From an optimization exercise on the open Yosys and OpenROAD flow, aimed at small area and a short achievable clock period; shortcuts taken in it are not production practice.
Function was not checked in any run shown here: the RTL went through the layout flow alone.
Power figures rest on the tool's default switching activity, not on a simulated workload.

==> config.mk <==
export PLATFORM = sky130hd
export DESIGN_NAME = axis_boxcar_fir_mc
export DESIGN_NICKNAME = axis_boxcar_fir_mc
export VERILOG_FILES = /design/flow/design.v
export SDC_FILE = /design/flow/constraint.sdc
export NUM_CORES = 4
export LEC_CHECK = 0
export CAP_MARGIN = 20
export CORE_MARGIN = 2
export CORE_UTILIZATION = 65
export SETUP_SLACK_MARGIN = 5
export SLEW_MARGIN = 20
export SYNTH_MEMORY_MAX_BITS = 8192
==> constraint.sdc <==
create_clock -name core_clock -period 8.5 [get_ports {a_clk}]
set_input_delay 1.7000 -clock core_clock [delete_from_list [all_inputs] [get_ports {a_clk}]]
set_output_delay 1.7000 -clock core_clock [all_outputs]
set_load 0.01 [all_outputs]
==> run.sh <==
#!/bin/bash
# synth_recipe.tcl (not shown) runs the flow's synth.tcl, then flattens the netlist and writes it again
# the make line also repeats each setting of config.mk as NAME=value (left out here)
make -C /OpenROAD-flow-scripts/flow DESIGN_CONFIG=/design/flow/config.mk WORK_HOME=/design/flow/orfs CLKGATE_MAP_FILE= SYNTH_SCRIPT=/design/flow/synth_recipe.tcl finish
==> design.v <==
module axis_boxcar_fir_mc #(
  parameter int CH        = 2,
  parameter int DW_IN     = 32,
  parameter int DW_OUT    = 32,
  parameter int LEN_L_MAX = 6,
  parameter int DECI_W    = 16,
  localparam int LW       = $clog2(LEN_L_MAX + 1)
) (
  input  logic                   a_clk,
  input  logic                   a_reset,
  input  logic [LW-1:0]          len_l,
  input  logic [DECI_W-1:0]      deci,
  input  logic                   next_dv,
  input  logic [CH*DW_IN-1:0]    S_AXIS_tdata,
  input  logic                   S_AXIS_tvalid,
  output logic [CH*DW_OUT-1:0]   M_AXIS_tdata,
  output logic                   M_AXIS_tvalid,
  input  logic                   M_AXIS_tready,
  output logic                   overrun
);
  localparam int DEPTH = 2 ** LEN_L_MAX;
  localparam int FW    = LEN_L_MAX + 1;
  localparam int SW    = DW_IN + LEN_L_MAX;
  localparam int NL    = LEN_L_MAX + 1;
  function automatic logic [SW-1:0] sx(input logic [DW_IN-1:0] v);
    sx = {{LEN_L_MAX{v[DW_IN-1]}}, v};
  endfunction
  logic [CH*DW_IN-1:0]       line_r [DEPTH];
  logic [FW-1:0]             fill_r;
  logic                      full_r;
  logic                      almost_r;
  logic [DECI_W-1:0]         drem_r;
  logic                      dz_r;
  logic [LW-1:0]             len_q_r;
  logic [NL-1:0]             lsel_r;
  logic [DECI_W-1:0]         deci_q_r;
  logic [DECI_W-1:0]         dm_q_r;
  logic                      dmz_q_r;
  logic [SW-1:0]             sum_r   [CH];
  logic                      s1_vld_r;
  logic                      nb_r;
  logic [LW-1:0]             len_c_s;
  logic [NL-1:0]             lsel_s;
  logic                      accept_s;
  logic                      restart_s;
  logic [FW-1:0]             winq_s;
  logic                      step_nr_s;
  logic                      emit_nr_s;
  logic [DECI_W-1:0]         dm_s;
  logic                      dmz_s;
  logic                      step_rs_s;
  logic                      emit_rs_s;
  logic [FW-1:0]             fill_n_s;
  logic                      full_n_s;
  logic                      almost_n_s;
  logic [DECI_W-1:0]         drem_n_s;
  logic                      dz_n_s;
  logic                      emit_s;
  logic [SW-1:0]             bias_s;
  logic [CH*DW_IN-1:0]       old_s;
  logic [SW-1:0]             sub_s   [CH];
  logic [SW-1:0]             sum_n_s [CH];
  logic [CH*DW_OUT-1:0]      out_s;
  logic                      load_s;
  always_comb begin
    if (len_l > LW'(LEN_L_MAX)) begin
      len_c_s = LW'(LEN_L_MAX);
    end else begin
      len_c_s = len_l;
    end
    for (int l = 0; l < NL; l++) begin
      lsel_s[l] = (len_c_s == LW'(l));
    end
    accept_s  = S_AXIS_tvalid & next_dv;
    restart_s = (len_c_s != len_q_r) || (deci != deci_q_r);
    bias_s    = '0;
    for (int l = 1; l < NL; l++) begin
      bias_s[l-1] = lsel_r[l];
    end
    dm_s  = (deci > DECI_W'(1)) ? (deci - DECI_W'(1)) : '0;
    dmz_s = (deci <= DECI_W'(1));
  end
  always_comb begin
    winq_s    = FW'(1) << len_q_r;
    step_nr_s = accept_s && (full_r || almost_r);
    emit_nr_s = step_nr_s && dz_r;
    step_rs_s = accept_s && lsel_s[0];
    emit_rs_s = step_rs_s && dmz_s;
    if (restart_s) begin
      fill_n_s   = accept_s ? FW'(1) : FW'(0);
      full_n_s   = accept_s && lsel_s[0];
      almost_n_s = accept_s ? lsel_s[1] : lsel_s[0];
      if (step_rs_s && !dmz_s) begin
        drem_n_s = dm_s - DECI_W'(1);
        dz_n_s   = (dm_s == DECI_W'(1));
      end else begin
        drem_n_s = dm_s;
        dz_n_s   = dmz_s;
      end
      emit_s     = emit_rs_s;
    end else begin
      if (accept_s && !full_r) begin
        fill_n_s   = fill_r + FW'(1);
        full_n_s   = almost_r;
        almost_n_s = (fill_r + FW'(2) == winq_s);
      end else begin
        fill_n_s   = fill_r;
        full_n_s   = full_r;
        almost_n_s = almost_r;
      end
      if (step_nr_s) begin
        if (dz_r) begin
          drem_n_s = dm_q_r;
          dz_n_s   = dmz_q_r;
        end else begin
          drem_n_s = drem_r - DECI_W'(1);
          dz_n_s   = (drem_r == DECI_W'(1));
        end
      end else begin
        drem_n_s = drem_r;
        dz_n_s   = dz_r;
      end
      emit_s     = emit_nr_s;
    end
  end
  always_comb begin
    old_s = '0;
    for (int l = 0; l < NL; l++) begin
      old_s = old_s | (line_r[(1 << l) - 1] & {(CH*DW_IN){lsel_r[l]}});
    end
  end
  always_comb begin
    for (int c = 0; c < CH; c++) begin
      if (full_r) begin
        sub_s[c] = ~sx(old_s[c*DW_IN +: DW_IN]);
      end else if (nb_r) begin
        sub_s[c] = bias_s;
      end else begin
        sub_s[c] = '0;
      end
      if (restart_s) begin
        sum_n_s[c] = accept_s ? sx(S_AXIS_tdata[c*DW_IN +: DW_IN]) : '0;
      end else if (accept_s) begin
        sum_n_s[c] = sum_r[c] + sx(S_AXIS_tdata[c*DW_IN +: DW_IN]) + sub_s[c]
                   + SW'(full_r);
      end else begin
        sum_n_s[c] = sum_r[c];
      end
    end
  end
  always_comb begin
    out_s = '0;
    for (int c = 0; c < CH; c++) begin
      for (int l = 0; l < NL; l++) begin
        out_s[c*DW_OUT +: DW_OUT] = out_s[c*DW_OUT +: DW_OUT]
            | (DW_OUT'(sum_r[c][l +: DW_IN]) & {DW_OUT{lsel_r[l]}});
      end
    end
    load_s = s1_vld_r && !restart_s;
  end
  always_ff @(posedge a_clk) begin
    if (accept_s) begin
      line_r[0] <= S_AXIS_tdata;
      for (int i = 1; i < DEPTH; i++) begin
        line_r[i] <= line_r[i-1];
      end
    end
  end
  always_ff @(posedge a_clk) begin
    if (a_reset) begin
      fill_r        <= '0;
      full_r        <= 1'b0;
      almost_r      <= 1'b1;
      drem_r        <= '0;
      dz_r          <= 1'b1;
      len_q_r       <= '0;
      lsel_r        <= NL'(1);
      deci_q_r      <= '0;
      dm_q_r        <= '0;
      dmz_q_r       <= 1'b1;
      s1_vld_r      <= 1'b0;
      nb_r          <= 1'b0;
      M_AXIS_tdata  <= '0;
      M_AXIS_tvalid <= 1'b0;
      overrun       <= 1'b0;
      for (int c = 0; c < CH; c++) begin
        sum_r[c] <= '0;
      end
    end else begin
      len_q_r  <= len_c_s;
      lsel_r   <= lsel_s;
      deci_q_r <= deci;
      dm_q_r   <= dm_s;
      dmz_q_r  <= dmz_s;
      fill_r   <= fill_n_s;
      full_r   <= full_n_s;
      almost_r <= almost_n_s;
      drem_r   <= drem_n_s;
      dz_r     <= dz_n_s;
      s1_vld_r <= emit_s;
      if (restart_s) begin
        nb_r <= 1'b1;
      end else if (accept_s) begin
        nb_r <= 1'b0;
      end
      for (int c = 0; c < CH; c++) begin
        sum_r[c] <= sum_n_s[c];
      end
      if (load_s) begin
        M_AXIS_tdata  <= out_s;
        M_AXIS_tvalid <= 1'b1;
        if (M_AXIS_tvalid && !M_AXIS_tready) begin
          overrun <= 1'b1;
        end
      end else if (M_AXIS_tvalid && M_AXIS_tready) begin
        M_AXIS_tvalid <= 1'b0;
      end
    end
  end
endmodule
==> flow_summary_export.csv, run 1 <==
group,metric,value,unit
critical_path,r2r-end,"sum_r[1][35]$_SDFFE_PP0P_",
yosys,syn-instance-count,6681,
place,place_hpwl,136400,um
floorplanning,rows,172,
clock_network,numCtsBuffers,417,
sta,finalSetupViolations,0,
yosys,synthesis.nets,6929,
yosys,yosys.area_share.simple,0.02542,
pwr,p_switching,8.671,mW
critical_path,arrival,5.04,ns
pwr,seq_power_share,0.556,
sta,fin_hold_ws,0.3599,ns
yosys,postSynthAreaPerCell,21.44,um2
flow_run,max_cap_violations,0,
hold_path,min_to,"line_r[37][18]$_DFFE_PP_",
critical_path,r2r_start,"full_r$_SDFFE_PP0P_",
yosys,synthXorXnorAreaFrac,0.006604,
critical_path,worstPathCellList,"nor2b_4 > a22oi_1 > fa_1 > inv_1 > ha_4 > o211ai_1 > o211a_4 > nor3_4 > nor4_4 > buf_4 > o31ai_4 > a31oi_4 > or4_1 > and3_1 > o221ai_1",
floorplanning,core,219300,um2
sta,tightest_slew,1.188,ns
clock_network,clockRootBuffer,"clkbuf_16",
pwr,combPwrFrac,0.029,
route,vias,63674,
critical_path,worstPathMaxFanout,11,
yosys,synth-adder-area-share,0.01796,
grt,overflow,0,
place,io_buffer_count,153,
grt,grt_pass1_vias,60855,
route,wl_met1,118700,um
clock_network,cts_buffer_depth,4,
clock_network,htreeDepth,5,
yosys,synth_mux_area_frac,0.0009259,
yosys,async_flop_share,0,
final_layout,syn_to_final_growth,16.61,%
pwr,p_leak,55.59,nW
critical_path,cp_slowest_stage_delay,0.56,ns
route,route.met3.wl,19220,um
pwr,pwr-share-clk,0.415,
critical_path,r2r_setup_slack,4.26,ns
yosys,yosysSeqAreaShare,0.8884,
pwr,powerDensity,262.4,nW/um2
sta,rsz0062_at_grt,"yes",
route,drtPass1Iterations,12,
critical_path,cp-start-kind,"flip-flop",
sta,setup_ws,4.255,ns
hold_path,holdPathStages,0,
hold_path,worstHoldStart,"line_r[36][18]$_DFFE_PP_",
route,totalWireLength,272100,um
yosys,ys_warn_count,5,
clock_network,cts_hold_buffers,0,
place,gp_congestion,0.8567,
route,drc_errors,0,
route,ant_nets,0,
clock_network,cts_tree,"yes",
floorplanning,die_height,473.4,um
floorplanning,die_area,224100,um2
clock_network,cts.sinks,4309,
grt,grt_pass1_wl,394800,um
route,viasPerCell,6.081,
yosys,synth_compound_area_frac,0.04977,
grt,grt_use_total,0.2406,
route,wl_met2,123200,um
final_layout,fin_area,167000,um2
pwr,switching_share,0.1978,
sta,fin_skew,0.08284,ns
place,place_area,148100,um2
pwr,ir_drop,217.1,uV
yosys,yosysUniqueCellTypes,82,
sta,max_slew_margin,0.2080,
floorplanning,initial_utilization,0.6532,
critical_path,path_buf_inv,2,
critical_path,critPathSlowestCell,"nor2b_4",
final_layout,drive_gt1_frac,0.1654,
yosys,synth_area,143200,um2
critical_path,critPathRequiredTime,9.29,ns
yosys,synth_top_family_by_area,"compound AO/OA/AOI/OAI gates",
sta,min_period,4.245,ns
sta,report.final.slew_viol_count,0,
critical_path,path_class,"reg -> reg",
status,status,"timing/DRC/antenna clean",
pwr,p_int,35.16,mW
sta,finalCritPeriodShare,0.4994,
critical_path,crit_family,"simple AND/OR/NAND/NOR gates",
final_layout,final_util,0.7617,
sta,fmax,235.6,MHz
yosys,synthFlopType,"edfxtp_1",
clock_network,path_clk_slew,0.06,ns
hold_path,hold_path_class,"reg -> reg",
route,routed.top_layer,"met5",
yosys,synth_seq_cells,4309,
route,drtIter0Drc,8451,
sta,finalHoldViolations,0,
final_layout,nets,7499,
place,place_ws,2.405,ns
route,wl_per_cell,25.99,um
sta,tns,0,ns
clock_network,worstSkewPairLatency,0.97,ns
grt,grt_max_degree,204,
grt,antenna_found_initial,34,
critical_path,end_kind,"flip-flop",
critical_path,worst_r2r_path_depth,15,
floorplanning,die-width,473.4,um
yosys,synth-edff-count,4096,
floorplanning,ioPinCount,154,
[how the worst max path moves through the flow]
stage | to | slack (ns) | cells past startpoint | startpoint
finish | sum_r[1][35]$_SDFFE_PP0P_ | 4.26 | 15 | full_r$_SDFFE_PP0P_
global placement | sum_r[0][28]$_SDFFE_PP0P_ | 2.43 | 14 | S_AXIS_tdata[0]
floorplan | fill_r[0]$_SDFFE_PP0P_ | -4.33 | 6 | S_AXIS_tvalid
detailed placement | sum_r[0][28]$_SDFFE_PP0P_ | 2.41 | 14 | S_AXIS_tdata[0]
CTS | sum_r[1][35]$_SDFFE_PP0P_ | 4.37 | 15 | lsel_r[2]$_SDFF_PP0_
global route | sum_r[1][33]$_SDFFE_PP0P_ | 4.14 | 19 | lsel_r[3]$_SDFF_PP0_
[registers in the layout, indices dropped and copies added, names as in the netlist, 3 cells and up]
| signal | flops |
|---|---|
| fill_r | 7 |
| dm_q_r | 16 |
| lsel_r | 7 |
| line_r | 4096 |
| deci_q_r | 16 |
| sum_r | 76 |
| M_AXIS_tdata | 64 |
| len_q_r | 3 |
| drem_r | 16 |
[cells by family (layout without fill, tap and decap cells)]
logic type / count (synthesis) / in the layout
other: 0 / 18
adders and majority gates: 160 / 160
and+or+nand+nor: 746 / 751
DFF: 4309 / 4309
AOI/OAI and AO/OA: 941 / 941
buffers and inverters: 404 / 1300
xor gates and xnor gates: 108 / 108
muxes: 13 / 13
[stage by stage]
step / total power [mW] / instances
6_report: 43.83 / 10471
3_3_place_gp: 25.76 / 9479
2_1_floorplan: 25.73 / 6681
5_1_grt: 45.20 / 10461
3_5_place_dp: 25.81 / 9479
4_1_cts: 44.19 / 10403
[metal layers]
layer / vias up / track usage
li1: 27908 / -
met1: 32386 / 0.3712
met2: 2701 / 0.3514
met3: 671 / 0.04085
met4: 8 / 0.09461
met5: - / 0
[cell type report]
class | count | area [um2]
Clock buffer | 502 | 10940
Clock inverter | 248 | 2580
Timing Repair Buffer | 429 | 5562
Sequential cell | 4309 | 127300
Tap cell | 2871 | 3592
Inverter | 117 | 480.5
Antenna cell | 18 | 45.04
Fill cell | 11929 | 52260
Timing Repair inverter | 4 | 35.03
Multi-Input combinational cell | 1973 | 16500
[synthesized netlist by cell type, types with 7 or more instances]
library cell | count | share of area
a211oi_1 | 22 | 0.0012
a21o_1 | 40 | 0.0021
a21oi_1 | 123 | 0.0043
a221oi_1 | 147 | 0.0090
a222oi_1 | 66 | 0.0046
a22o_1 | 129 | 0.0079
a22oi_1 | 104 | 0.0055
a311oi_1 | 66 | 0.0040
a31oi_1 | 37 | 0.0016
and2_1 | 10 | 0.00044
and3_1 | 21 | 0.00092
and4_1 | 52 | 0.0032
buf_1 | 32 | 0.00084
buf_2 | 18 | 0.00063
clkbuf_1 | 231 | 0.0061
dfxtp_1 | 213 | 0.030
edfxtp_1 | 4096 | 0.86
fa_1 | 76 | 0.011
ha_1 | 84 | 0.0073
inv_1 | 117 | 0.0031
mux2i_1 | 11 | 0.00077
nand2_1 | 227 | 0.0059
nand2b_1 | 7 | 0.00031
nand3_1 | 39 | 0.0014
nand4_1 | 28 | 0.0012
nor2_1 | 234 | 0.0061
nor2b_1 | 24 | 0.0010
nor3_1 | 43 | 0.0015
nor4_1 | 10 | 0.00044
o21a_1 | 10 | 0.00052
o21ai_0 | 99 | 0.0035
o21bai_1 | 12 | 0.00063
o221ai_1 | 7 | 0.00043
o22ai_1 | 16 | 0.00070
o31ai_1 | 7 | 0.00037
or2_2 | 7 | 0.00031
or3_1 | 7 | 0.00031
or4_1 | 9 | 0.00047
xnor2_1 | 58 | 0.0035
xor2_1 | 50 | 0.0031
[worst reg2reg max path, stage by stage, from the launching register on]
cell and delay, ns:
dfxtp_4 0.40, nor2b_4 0.57, a22oi_1 0.26, fa_1 0.54, inv_1 0.07, ha_4 0.29
o211ai_1 0.12, o211a_4 0.29, nor3_4 0.23, nor4_4 0.07, buf_4 0.17, o31ai_4 0.25
a31oi_4 0.15, or4_1 0.41, and3_1 0.18, o221ai_1 0.16
[timing repair]
action / CTS / global route
resized for setup: 623 / 135
setup endpoints to repair: 3396 / 371
pin swaps: 154 / 109
cloned: 43 / 3
setup buffers: 131 / 47
[power groups by stage]
stage / combinational [mW] / clock [mW] / sequential (mW)
2_1_floorplan: 0.678 / 0 / 25.1
6_report: 1.27 / 18.2 / 24.4
3_5_place_dp: 0.987 / 0 / 24.8
4_1_cts: 1.22 / 18.6 / 24.4
5_1_grt: 1.37 / 19.4 / 24.4
3_3_place_gp: 0.964 / 0 / 24.8
[placed cells by master (no fill, tap or decap), drive strengths merged, types with 76 or more instances in the layout]
cell type,count
edfxtp,4096
clkbuf,509
buf,255
nor2,237
nand2,230
dfxtp,213
clkinv,165
a221oi,148
a22o,129
inv,128
a21oi,123
dlygate4sd2,105
a22oi,104
o21ai,102
ha,84
fa,76
==> run 2: changes to the inputs <==
--- a/config.mk
+++ b/config.mk
@@ -9,3 +9,3 @@
 export CORE_MARGIN = 2
-export CORE_UTILIZATION = 65
+export CORE_UTILIZATION = 40
 export SETUP_SLACK_MARGIN = 5
==> run 2 against run 1 <==
  * Still clean
  * Register-to-register slack better by 0.05 ns
  * Synthesized cell count stayed put
  * Clock-buffer cell count is 1 higher
  * Sequential share of layout area is 1.6 points lower
  * Utilization is 28 points lower
  * Critical path depth is 2 higher
  * Wire length is 6.5% higher
  * Critical endpoint unchanged
==> flow_summary_export.csv, run 2 <==
group,metric,value,unit
sta,fmax,238.5,MHz
clock_network,numCtsBuffers,408,
yosys,synthesis.nets,6929,
final_layout,final_cell_mix,"edfxtp_1, clkbuf_16, nor2_1",
route,totalWireLength,289900,um
clock_network,cts.sinks,4309,
sta,report.final.slew_viol_count,0,
route,vias,64105,
place,place_area,150600,um2
final_layout,largest_register_ff_count,4096,
pwr,p_leak,55.76,nW
critical_path,critPathRequiredTime,9.33,ns
clock_network,worstSkewPairLatency,0.96,ns
yosys,yosysUniqueCellTypes,82,
yosys,synthFlopType,"edfxtp_1",
status,status,"timing/DRC/antenna clean",
route,drtPass1Iterations,10,
grt,overflow,0,
pwr,powerDensity,256.1,nW/um2
yosys,synth_seq_cells,4309,
clock_network,cts_hold_buffers,0,
sta,rsz0062_at_grt,"yes",
hold_path,hold_path_class,"reg -> reg",
final_layout,largest_register,"line_r",
route,ant_nets,0,
yosys,async_flop_share,0,
critical_path,cp_slowest_stage_delay,0.43,ns
clock_network,path_clk_slew,0.07,ns
yosys,synth_area_leader_cell,"edfxtp_1",
pwr,p_int,34.76,mW
yosys,postSynthAreaPerCell,21.44,um2
critical_path,critPathSlowestCell,"fa_1",
clock_network,cts_buffer_depth,4,
final_layout,final_util,0.4789,
flow_run,max_cap_violations,0,
sta,finalHoldViolations,0,
sta,setup_ws,4.307,ns
critical_path,path_class,"reg -> reg",
yosys,synth.most_common_cell,"edfxtp_1",
route,wl_per_cell,23.35,um
yosys,netlist.area_leader.share,0.8587,
critical_path,cp-start-kind,"flip-flop",
grt,grt_pass1_wl,411600,um
final_layout,nets,7559,
floorplanning,core,356200,um2
place,place_ws,2.631,ns
route,drc_errors,0,
place,place_hpwl,146500,um
yosys,synth-edff-count,4096,
sta,max_slew_margin,0.2685,
floorplanning,initial_utilization,0.4021,
pwr,power,43.68,mW
pwr,ir_drop,208.2,uV
floorplanning,die_area,362900,um2
place,gp_congestion,0.8374,
critical_path,end_kind,"flip-flop",
floorplanning,ioPinCount,154,
route,drtIter0Drc,8029,
place,place_inst,11370,
clock_network,htreeDepth,5,
final_layout,reg_top3,"line_r: 4096 flops, sum_r: 76 flops, M_AXIS_tdata: 64 flops",
final_layout,final_common_cell,"edfxtp_1",
floorplanning,die_height,602.4,um
yosys,synth_area,143200,um2
sta,finalCritPeriodShare,0.4933,
grt,antenna_found_initial,46,
sta,tns,0,ns
sta,finalSetupViolations,0,
sta,tightest_slew,1.097,ns
sta,fin_skew,0.08542,ns
final_layout,fin_area,170600,um2
final_layout,syn_to_final_growth,19.09,%
pwr,seq_power_share,0.558,
sta,fin_hold_ws,0.3582,ns
yosys,synthTopCellsByArea,"edfxtp_1, dfxtp_1, fa_1",
sta,min_period,4.193,ns
grt,grt_pass1_vias,61411,
critical_path,arrival,5.02,ns
yosys,synthTopCellsByCount,"edfxtp_1, nor2_1, clkbuf_1",
yosys,ys_warn_count,5,
pwr,p_switching,8.924,mW
critical_path,worstPathCellList,"buf_12 > buf_16 > a22o_1 > a221oi_2 > and4_4 > fa_1 > ha_4 > o21a_1 > o21ai_2 > nor3_4 > nor4_4 > buf_6 > o31ai_4 > a31oi_4 > or4_1 > and3_1 > o221ai_1",
grt,grt_max_degree,222,
pwr,pwr-share-clk,0.411,
yosys,yosysSeqAreaShare,0.8884,
grt,grt_use_total,0.1515,
critical_path,worstPathMaxFanout,5,
floorplanning,rows,219,
final_layout,drive_gt1_frac,0.1847,
floorplanning,die-width,602.4,um
pwr,combPwrFrac,0.031,
pwr,switching_share,0.2043,
critical_path,path_buf_inv,3,
clock_network,clockRootBuffer,"clkbuf_16",
route,viasPerCell,5.164,
critical_path,crit_family,"compound AO/OA/AOI/OAI gates",
place,io_buffer_count,153,
clock_network,cts_tree,"yes",
yosys,syn-instance-count,6681,
final_layout,fin_cells,12414,
-- run 2: cell type report --
type	count	area [um2]
Fill cell	28659	185600
Sequential cell	4309	127300
Multi-Input combinational cell	1972	17030
Clock buffer	503	10710
Timing Repair Buffer	500	6436
Tap cell	4751	5944
Clock inverter	248	2611
Inverter	117	479.2
Antenna cell	11	27.53
Timing Repair inverter	3	26.28
-- run 2: cells by family after synthesis --
group	share of synthesized area
adder cells (fa/ha/maj)	0.01796
multiplexers	0.0009259
flip-flops	0.8884
buffers and inverters	0.01088
AND/OR/NAND/NOR	0.02542
AO/OA/AOI/OAI	0.04977
XOR/XNOR	0.006604
-- run 2: worst register-to-register path: cells and delay by family, from the launching register on --
kind,cells,cell delay [ns]
buffers and inverters,3,0.50
adders and majority gates,2,0.74
DFF,1,0.38
and+or+nand+nor,5,1.10
AOI/OAI and AO/OA,7,1.36
-- run 2: worst paths after layout --
path / from / end / slack (ns) / cells past startpoint
setup reg to reg: lsel_r[0]$_SDFF_PP1_ / sum_r[1][35]$_SDFFE_PP0P_ / 4.31 / 17
hold reg to reg: line_r[60][29]$_DFFE_PP_ / line_r[61][29]$_DFFE_PP_ / 0.36 / 0
hold / removal: line_r[60][29]$_DFFE_PP_ / line_r[61][29]$_DFFE_PP_ / 0.36 / 0
setup / recovery: lsel_r[0]$_SDFF_PP1_ / sum_r[1][35]$_SDFFE_PP0P_ / 4.31 / 17
-- run 2: per-layer routing --
metal / vias to the layer above / GRT usage / part of all wire
li1: 28023 / - / -
met1: 32955 / 0.2110 / 0.43
met2: 2344 / 0.2334 / 0.46
met3: 763 / 0.02669 / 0.064
met4: 20 / 0.06959 / 0.052
met5: - / 0 / 0.00042
-- run 2: power by group through the flow --
stage | clock network, mW | registers (mW) | logic, mW
after detailed placement | 0 | 24.8 | 1.00
after global placement | 0 | 24.8 | 0.973
after global routing | 19.3 | 24.4 | 1.45
after CTS | 18.5 | 24.4 | 1.26
final | 18.0 | 24.4 | 1.35
after floorplan | 0 | 25.1 | 0.678
-- run 2: timing repair --
item | in CTS | in global routing
resized for setup | 750 | 209
gates cloned | 36 | 15
pin swaps | 203 | 185
setup buffers | 137 | 93
setup endpoints to repair | 3357 | 1196
endpoints found under the hold margin | 0 | 0

==> re-timing with driven ports <==
The flow's constraints put no driver on any port. The routed layouts listed below were extracted and timed again, unchanged, in two steps.
Step 1 sets driving cells, clkbuf_16 on the clock port and buf_2 on the other inputs (assumed; they add their load-dependent delay and slew).
Step 2 also shifts input and output timing later by t, the mid clock arrival at the registers, as if the neighbouring blocks saw the same clock.
a / b / c = ideal ports / drivers / drivers and shift; a / b = the first two.
| run | t (ns) | slack for setup (ns) | worst slew at a driven data input, ns |
|---|---|---|---|
| run 1 | 1.026 | 4.255 / 4.255 / 3.279 | 0.21 |
| run 2 | 1.010 | 4.307 / 4.243 / 3.233 | 0.26 |
After both steps every run listed still meets setup and hold. The setup slack of run 2, which loses most, moves by -0.064 ns with the drivers and by -1.074 ns with both steps.
